This design comes from an exercise in tuning for small area, a short achievable clock period and few clock cycles per item on the open sky130 flow, not from production work.
In this exercise RTL edits were held to simulation tests only and were not proved equivalent to the original.
Power and IR drop assume default switching activity.

the previous run:
==> flow/design.v (excerpt) <==
module ex_stage (
    input  wire                                 clk,
    input  wire                                 rst_n_i,
    input  wire                                 in_valid_i,
    input  wire [4:0]                           in_op_i,
    input  wire [ex_pkg::XLEN-1:0]              in_pc_i,
    input  wire [ex_pkg::XLEN-1:0]              in_op1_i,
    input  wire [ex_pkg::XLEN-1:0]              in_op2_i,
    input  wire [ex_pkg::XLEN-1:0]              in_imm_i,
    input  wire [ex_pkg::REG_ADDR_W-1:0]        in_rd_i,
    input  wire                                 res_credit_i,
    output logic                                in_credit_o,
    output logic                                out_valid_o,
    output logic [ex_pkg::XLEN-1:0]             out_wdata_o,
    output logic [ex_pkg::REG_ADDR_W-1:0]       out_rd_o,
    output logic                                out_jump_o,
    output logic [ex_pkg::XLEN-1:0]             out_jump_addr_o
);
    localparam int XLEN = ex_pkg::XLEN;
    logic                           res_valid_q;
    logic [XLEN-1:0]                res_wdata_q;
    logic [ex_pkg::REG_ADDR_W-1:0]  res_rd_q;
    logic                           res_jump_q;
    logic [XLEN-1:0]                res_tgt_q;
    logic [XLEN-1:0]                res_pc4_q;
    logic                           issuer_credit_q;
    logic [XLEN-1:0]                alu_wdata;
    logic                           alu_jump;
    logic [XLEN-1:0]                alu_tgt;
    logic [XLEN-1:0]                alu_pc4;
    logic [XLEN-1:0]                shift_res;
    logic [XLEN-1:0]                alu_sum;
    logic                           alu_carry;
    logic                           div_use_rem;
    logic                           div_q_we;
    logic [XLEN-1:0]                div_b;
    logic                           in_div;
    logic                           alu_issue;
    logic                           div_start;
    logic                           div_busy;
    logic                           div_align;
    logic [XLEN-1:0]                div_dvs;
    logic [5:0]                     div_amt;
    logic                           div_done;
    logic                           div_shift;
  ...
export LEC_CHECK = 0
export CAP_MARGIN = 40
export CORE_MARGIN = 2
export CORE_UTILIZATION = 40
export SETUP_SLACK_MARGIN = 1.2
export SLEW_MARGIN = 20
create_clock -name core_clock -period 6.5 [get_ports {clk}]
standard.sh (not shown) runs the stock make flow with config.mk's settings and CLKGATE_MAP_FILE= SYNTH_SCRIPT=/design/flow/synth_recipe.tcl, a recipe that flattens the netlist after the stock synthesis.
==> flow/flow/run.sh <==
#!/bin/bash
# The standard layout, except that the ports get plain buffers
# (sky130_fd_sc_hd__buf_2) instead of the delay cells buffer_ports picks by
# default. make's output goes to standard_flow.log; each ORFS step keeps its
# own log under orfs/logs/.
set -euo pipefail
bash standard.sh "BUFFER_PORTS_ARGS=-buffer_cell sky130_fd_sc_hd__buf_2" finish > standard_flow.log 2>&1
Testbench counts of the previous run, summed over its fixed seeds: cycles 6,413, items 3,200.
Changes in the current run relative to the previous run:
- changing CORE_UTILIZATION from 40 to 50
Results
From the previous run to the current run the numbers moved as follows: post-layout net count went down; non-filler instance count after layout went down; delay of the slowest critical-path stage did not really move; post-placement cell area went down; wire length went down. Looking only at total core area, and setting everything else aside, the lower value of the current run and the previous run goes to the current run.


== amber ==
Starting RTL as in the previous note.
Settings: LEC_CHECK=0, CAP_MARGIN=20, CORE_MARGIN=2, CORE_UTILIZATION=40, SETUP_SLACK_MARGIN=1.5, SLEW_MARGIN=20; clock period 6.5 ns.
Scripts as last shown in full above: flow/flow/run.sh
Testbench counts of amber, summed over its fixed seeds: cycles 6,413, items 3,200.
The inputs of indigo differ from those of amber as listed below.
- changing SETUP_SLACK_MARGIN from 1.5 to 1.4
- changing CAP_MARGIN from 20 to 40
### Flow results
indigo ends up with a hold slack that is 0.030 ns higher than in amber.
NOTE standard cell area after detailed placement amber->indigo increased slightly
indigo vs amber — power share of the clock group rose 0.3 points.
Against amber, indigo comes in 0.73 points lower on switching part of the total.
Cmp indigo vs amber: setup slack lower in indigo
The max-capacitance violation count was comparable across indigo and amber.
Count of buffers not belonging to the clock network in the layout was lower in amber than in indigo.
Diff amber -> indigo: register-to-register slack moved down, buffer share of cell area went up 0.79 points.
Edits applied to the flow inputs when going from indigo to violet:
- a change of CAP_MARGIN from 40 to 20
Between violet and indigo, it is violet whose non-filler instance count after layout is lower, by 0.67%. Re area of combinational cells with multiple inputs: violet and indigo aren't equal, and the higher value belongs to indigo. Non-clock buffer count shrinks by a few percent when moving from indigo to violet. Looking only at post-route fraction of the period consumed by the critical path, and setting everything else aside, the higher value of violet and indigo goes to violet. violet vs indigo: critical path depth down.

==> separate check: timing with driven ports <==
In the flow no input, the clock included, has a driving cell. The finished layouts below were timed again as built, in two steps. Step 1 (the two cells are an assumption about what drives the block):
set clk [get_ports {clk}]
set_driving_cell -lib_cell sky130_fd_sc_hd__clkbuf_16 $clk
set_driving_cell -lib_cell sky130_fd_sc_hd__buf_2 [delete_from_list [all_inputs] $clk]
Step 2 also shifts input and output timing later by t, the mid clock arrival at the registers, as if the neighbouring blocks saw the same clock. a / b / c = ideal ports / drivers / drivers and shift; a / b = the first two.
run	t, ns	setup slack, ns	clock arrival spread, ns	worst register clock-pin slew, ns
the previous run	0.705	1.167 / 1.167 / 0.508	0.041 / 0.042	0.07 / 0.07
the current run	0.675	1.087 / 1.132 / 0.460	0.055 / 0.055	0.07 / 0.07
amber	0.710	1.415 / 1.432 / 0.748	0.026 / 0.026	0.07 / 0.07
indigo	0.703	1.351 / 1.394 / 0.691	0.035 / 0.035	0.07 / 0.07
violet	0.702	1.340 / 1.340 / 0.692	0.022 / 0.022	0.07 / 0.07
After both steps setup and hold are still met in every run listed. The setup slack of amber, which loses most, moves by +0.017 ns with the drivers and by -0.667 ns with both steps.
